Context: an optimization exercise on an open-source flow, tuned for small area, a short achievable clock period and few clock cycles per item. The choices shown serve that exercise and are no tape-out recipe.
The RTL was checked by simulation tests, not by an equivalence proof against the original design.

==> run a: inputs <==
## hsv2rgb_top
module hsv2rgb_top (
	input  logic        clk,
	input  logic        arst_n,
	input  logic        start,
	output logic        busy,
	input  logic [12:0] hue,
	input  logic [6:0]  saturation,
	input  logic [6:0]  brightness,
	output logic        done,
	output logic [7:0]  red,
	output logic [7:0]  green,
	output logic [7:0]  blue,
	output logic        in_range
);
Settings: LEC_CHECK=0, CAP_MARGIN=20, CORE_MARGIN=2, CORE_UTILIZATION=40, CTS_CLUSTER_DIAMETER=100, CTS_CLUSTER_SIZE=25, SETUP_SLACK_MARGIN=4.5, SLEW_MARGIN=20; clock period 7.5 ns.
run.sh (not shown) runs the stock make flow with config.mk's settings and CLKGATE_MAP_FILE= SYNTH_SCRIPT=/design/flow/synth_recipe.tcl, a recipe that flattens the netlist after the stock synthesis.
==> run b (differences from run a) <==
PLACE_DENSITY = 0.85   (was unset)
==> run c (differences from run a) <==
CTS_CLUSTER_DIAMETER = unset   (was 100)
CTS_CLUSTER_SIZE = unset   (was 25)
SETUP_SLACK_MARGIN = 4.0   (was 4.5)
==> notes <==
Hold slack: run b < run a < run c.
In run c the maximum frequency is lower than in run a, by 12%.
Count of clock-buffer cells in the layout: run c is higher than run b (29).
Run a produced a clean layout. Run b completed with no timing, DRC or antenna violations. Run c completed without violations.
Of run a and run c, run c has the higher first-iteration DRC count (gap about 5.4%, measured against run c).
==> figures <==
| metric | run b | run c | run a |
|---|---|---|---|
| Run status | complete, no violations | complete, no violations | complete, no violations |
| Fraction of standard cell area that is sequential | 0.301 | 0.293 | 0.301 |
| Met2 demand-to-capacity share in global routing | 0.296 | 0.273 | 0.278 |
| Met3 GRT Util | 0.0233 | 0.0260 | 0.0168 |
| Area of combinational cells with multiple inputs | 0.0117 sq mm | 0.0114 sq mm | 0.0117 sq mm |
| DRC marker count from the first detailed-route iteration | 808 | 591 | 559 |
| Global-route usage over all layers | 0.161 | 0.161 | 0.157 |
| Total detailed-routing wirelength | 40100 um | 37900 um | 38200 um |
| Post-detailed-placement half-perimeter wirelength | 30700 um | 29900 um | 29600 um |
Testbench counts of run a, summed over its fixed seeds: cycles 16,048, items 16,000.
Testbench counts of run b, summed over its fixed seeds: cycles 16,048, items 16,000.
Testbench counts of run c, summed over its fixed seeds: cycles 16,048, items 16,000.

* * *

==> inputs of exp/nickel <==
hsv2rgb_top again, from the RTL that the note above started with.
export LEC_CHECK = 0
export CAP_MARGIN = 20
export CORE_MARGIN = 2
export CORE_UTILIZATION = 40
export SETUP_SLACK_MARGIN = 4.5
export SLEW_MARGIN = 20
create_clock -name core_clock -period 7.5 [get_ports {clk}]
==> inputs of exp/quartz, as changes to exp/nickel <==
Settings changed: CTS_CLUSTER_DIAMETER from default to 100, CTS_CLUSTER_SIZE from default to 25, PLACE_DENSITY from default to 0.75.
==> run notes <==
item                                                                                      exp/nickel              exp/quartz
Classification of the worst setup path                                   flip-flop to primary output  flip-flop to flip-flop
First-pass GRT wire length                                                                  65300 µm                64300 µm
Area growth, synth to finish                                                                   15.2%                   10.8%
Per-cell via count in the routed design                                                         4.73                    4.87
Worst Setup Slack, final                                                                     4.50 ns                 4.53 ns
Final Instance Count excl. Fillers                                                              2626                    2577
Half-perimeter wire length after placement                                                  29600 µm                29700 µm
Iteration count of the initial detailed-routing pass                                               8                       6
Worst reg-to-reg setup slack                                                                 4.57 ns                 4.53 ns
Final Cell Area                                                                           0.0222 mm²              0.0214 mm²
Status                                                                      timing/DRC/antenna clean  timing/DRC/antenna clean
Worst setup EP type                                                                   primary output               flip-flop
Buffer count excluding the clock tree in the final layout                                         78                      76
PostCTS Resize Cnt                                                                               181                     170
Non-clock buffer share of cell area                                                            2.70%                   2.74%
Final clock skew                                                                           0.0121 ns               0.0241 ns
Share of the final layout cell area in sequential cells                                        29.1%                   30.2%
Number of logic stages on the critical path including buffering                                    3                      13
Destination of the worst hold path                                              u_core.v4[5]$_DFF_P_    u_core.v4[3]$_DFF_P_
Library cell contributing the largest single delay on the critical path     sky130_fd_sc_hd__dfxtp_2   sky130_fd_sc_hd__fa_1
Initial drt markers                                                                              552                     791
Testbench counts of exp/nickel, summed over its fixed seeds: cycles 16,048, items 16,000.
Testbench counts of exp/quartz, summed over its fixed seeds: cycles 16,048, items 16,000.

* * *

==> juniper <==
Another version of the RTL of hsv2rgb_top (not shown whole).
==> flow/design.v (excerpt) <==
module hsv2rgb_top (
	input  logic        clk,
	input  logic        arst_n,
	input  logic        start,
	output logic        busy,
	input  logic [12:0] hue,
	input  logic [6:0]  saturation,
	input  logic [6:0]  brightness,
	output logic        done,
	output logic [7:0]  red,
	output logic [7:0]  green,
	output logic [7:0]  blue,
	output logic        in_range
);
	hsv2rgb_pkg::hsv_t px;
	hsv2rgb_pkg::rgb_t pix;
	assign px.hue        = hue;
	assign px.saturation = saturation;
	assign px.brightness = brightness;
	hsv_to_rgb_converter_core #(
		.HUE_FRAC_BITS(4)
	) u_core (
		.clk   (clk),
		.arst_n(arst_n),
		.start (start),
		.busy  (busy),
		.hsv   (px),
		.done  (done),
		.rgb   (pix)
	);
	assign red      = pix.red;
	assign green    = pix.green;
	assign blue     = pix.blue;
	assign in_range = pix.in_range;
endmodule
Settings: LEC_CHECK=0, CAP_MARGIN=20, CORE_MARGIN=2, CORE_UTILIZATION=40, SETUP_SLACK_MARGIN=4.3, SLEW_MARGIN=20; clock period 7.5 ns.
==> violet: changes against juniper <==
- CTS_BUF_LIST: unset -> sky130_fd_sc_hd__clkbuf_4 sky130_fd_sc_hd__clkbuf_8
- SETUP_SLACK_MARGIN: 4.3 -> 4.6
==> delta: changes against juniper <==
- SETUP_SLACK_MARGIN: 4.3 -> 4.6
==> comparison table <==
Global-route usage over all layers: juniper 16.1%; delta 16.4%; violet 16.4%
Total Nets Final: juniper 2568; delta 2601; violet 2619
Area of all sequential standard cells: juniper 6960 um2; delta 7040 um2; violet 7020 um2
Slew Limit Headroom: juniper 47.3%; delta 61.5%; violet 61.7%
Hold Path Sink: juniper u_core.zero6[0]$_DFF_P_; delta u_core.v6[3]$_DFF_P_; violet u_core.kk3[0]$_DFF_P_
Per-cell routed wire length: juniper 14.6 um; delta 15.0 um; violet 14.8 um
Arrival time at the worst endpoint: juniper 1.66 ns; delta 1.63 ns; violet 1.68 ns
Clock Latency Late Sink: juniper 0.56 ns; delta 0.56 ns; violet 0.64 ns
Area growth from synthesis to layout: juniper 14.8%; delta 18.2%; violet 18.0%
Vias: juniper 13100; delta 13400; violet 13500
Met1 track demand over resource in global routing: juniper 19.8%; delta 20.3%; violet 20.2%
FMAX: juniper 316 MHz; delta 319 MHz; violet 315 MHz
Final instance area: juniper 23500 um2; delta 24200 um2; violet 24200 um2
Dpl ws: juniper 4.07 ns; delta 4.21 ns; violet 4.21 ns
Repair and plain buffers: juniper 70; delta 102; violet 104
Worst Min Path Start: juniper u_core.zero5[0]$_DFF_P_; delta u_core.v5[3]$_DFF_P_; violet u_core.kk2[0]$_SDFF_PN1_
Clock network share of area: juniper 5.97%; delta 5.69%; violet 5.44%
GRT met2 Usage: juniper 28.6%; delta 28.3%; violet 28.5%
Result of the run: juniper timing/DRC/antenna clean; delta timing/DRC/antenna clean; violet timing/DRC/antenna clean
Endpoint of the worst register-to-register path: juniper u_core.xq6[3]$_DFF_P_; delta u_core.zero5[5]$_DFF_P_; violet u_core.x7[7]$_DFF_P_
Final cell count without fillers: juniper 2808; delta 2840; violet 2872
Testbench counts of juniper, summed over its fixed seeds: cycles 16,056, items 16,000.
Testbench counts of violet, summed over its fixed seeds: cycles 16,056, items 16,000.
Testbench counts of delta, summed over its fixed seeds: cycles 16,056, items 16,000.

* * *

==> 06-23: inputs <==
RTL: one of the versions met above, not the one the previous note started from.
Settings: LEC_CHECK=0, CAP_MARGIN=20, CORE_MARGIN=2, CORE_UTILIZATION=40, CTS_CLUSTER_DIAMETER=100, CTS_CLUSTER_SIZE=25, SETUP_SLACK_MARGIN=4.6, SLEW_MARGIN=20; clock period 7.5 ns.
==> 09-13: changes against 06-23 <==
--- a/flow/config.mk
+++ b/flow/config.mk
@@ -10,5 +10,3 @@
 export CORE_UTILIZATION = 40
-export CTS_CLUSTER_DIAMETER = 100
-export CTS_CLUSTER_SIZE = 25
-export SETUP_SLACK_MARGIN = 4.6
+export SETUP_SLACK_MARGIN = 4.3
 export SLEW_MARGIN = 20
==> 01-01: changes against 06-23 <==
--- a/flow/config.mk
+++ b/flow/config.mk
@@ -12,3 +12,4 @@
 export CTS_CLUSTER_SIZE = 25
-export SETUP_SLACK_MARGIN = 4.6
+export SETUP_SLACK_MARGIN = 4.5
 export SLEW_MARGIN = 20
+export TNS_END_PERCENT = 5
==> 01-10: changes against 06-23 <==
--- a/flow/config.mk
+++ b/flow/config.mk
@@ -10,5 +10,3 @@
 export CORE_UTILIZATION = 40
-export CTS_CLUSTER_DIAMETER = 100
-export CTS_CLUSTER_SIZE = 25
-export SETUP_SLACK_MARGIN = 4.6
+export SETUP_SLACK_MARGIN = 4.7
 export SLEW_MARGIN = 20
==> qor summary <==
|  | 09-13 | 06-23 | 01-01 | 01-10 |
|---|---|---|---|---|
| Capture point of the critical path | red[1] | red[5] | u_core.p4[22] | blue[6] |
| Final-layout fill cell count | 4409 | 4449 | 4522 | 4406 |
| Global-route wire length before repair | 65.2 mm | 64.0 mm | 64.7 mm | 65.8 mm |
| Data required time of the worst path | 6000 ps | 6000 ps | 7910 ps | 6000 ps |
| Clock buffer count from CTS | 38 | 17 | 18 | 37 |
| Post-cts resize count | 41 | 211 | 113 | 232 |
| Global-route met3 utilization | 2.58% | 1.68% | 1.92% | 3.34% |
| Min-delay src | u_core.v3[6] | u_core.v3[2] | u_core.v3[1] | u_core.full5[6] |
| Routed length on met1 | 17.5 mm | 17.5 mm | 17.4 mm | 17.7 mm |
| Buffers excl. clock | 66 | 102 | 71 | 123 |
| Slew headroom | 51.1% | 51.7% | 49.4% | 50.2% |
| Slowest CP cell | sky130_fd_sc_hd__dfxtp_4 | sky130_fd_sc_hd__a222oi_1 | sky130_fd_sc_hd__fa_1 | sky130_fd_sc_hd__dfxtp_4 |
| Pin count of the biggest net entering global routing | 15 | 26 | 26 | 15 |
| R2r endpoint | u_core.full5[7] | u_core.x6[5] | u_core.p4[22] | u_core.x6[7] |
| Outcome | finished clean | finished clean | finished clean | finished clean |
| Reg2Reg Launch Point | u_core.v4[2] | u_core.xq5[3] | u_core.p3_d[9] | u_core.xq5[3] |
| Sequential share of cell area | 29.2% | 29.9% | 30.1% | 28.4% |
| Count of placed standard cells in the final layout, fillers left out | 2612 | 2605 | 2579 | 2671 |
| Post-route clock skew | 12.2 ps | 16.5 ps | 18.8 ps | 23.3 ps |
| Endpoint with the worst hold slack | u_core.v4[6] | u_core.v4[2] | u_core.v4[1] | u_core.full6[6] |
| Insertion delay to the later sink of the worst-skew pair | 550 ps | 530 ps | 520 ps | 550 ps |
| Multi-input gate share of the layout cell area | 52.6% | 54.3% | 54.1% | 52.1% |
Testbench counts of 06-23, summed over its fixed seeds: cycles 16,048, items 16,000.
Testbench counts of 09-13, summed over its fixed seeds: cycles 16,048, items 16,000.
Testbench counts of 01-01, summed over its fixed seeds: cycles 16,048, items 16,000.
Testbench counts of 01-10, summed over its fixed seeds: cycles 16,048, items 16,000.

separate check: timing with driven ports:
How much do the figures lean on ideal ports? The routed layouts below were timed once more, with nothing changed but the port constraints.
Step 1: set_driving_cell puts a clkbuf_16 on clk and a buf_2 on each other input, an assumption about the parent block.
Step 2 moves the port delays by t, midway between the first and last clock arrival at a register: inputs arrive t later, outputs are due t later. That takes back most of the time a late clock gives input paths.
a / b / c = ideal ports / drivers / drivers and shift; a / b = the first two.
| run | t, ns | setup slack, ns | worst setup path at the end |
|---|---|---|---|
| run a | 0.581 | 4.499 / 4.438 / 4.067 | input to register |
| run b | 0.569 | 4.468 / 4.436 / 4.043 | input to register |
| run c | 0.599 | 4.108 / 4.052 / 3.806 | input to register |
| exp/nickel | 0.601 | 4.499 / 4.441 / 4.063 | input to register |
| exp/quartz | 0.550 | 4.528 / 4.480 / 4.087 | input to register |
| juniper | 0.599 | 4.338 / 4.282 / 4.369 | register to register |
| violet | 0.682 | 4.321 / 4.271 / 4.428 | register to register |
| delta | 0.605 | 4.370 / 4.317 / 4.484 | register to register |
| 06-23 | 0.576 | 4.483 / 4.429 / 4.130 | input to register |
| 09-13 | 0.596 | 4.374 / 4.319 / 3.812 | input to register |
| 01-01 | 0.568 | 4.400 / 4.363 / 3.867 | input to register |
| 01-10 | 0.597 | 4.504 / 4.445 / 4.150 | input to register |
After both steps every run listed still meets setup and hold. The setup slack of 09-13, which loses most, moves by -0.055 ns with the drivers and by -0.562 ns with both steps.
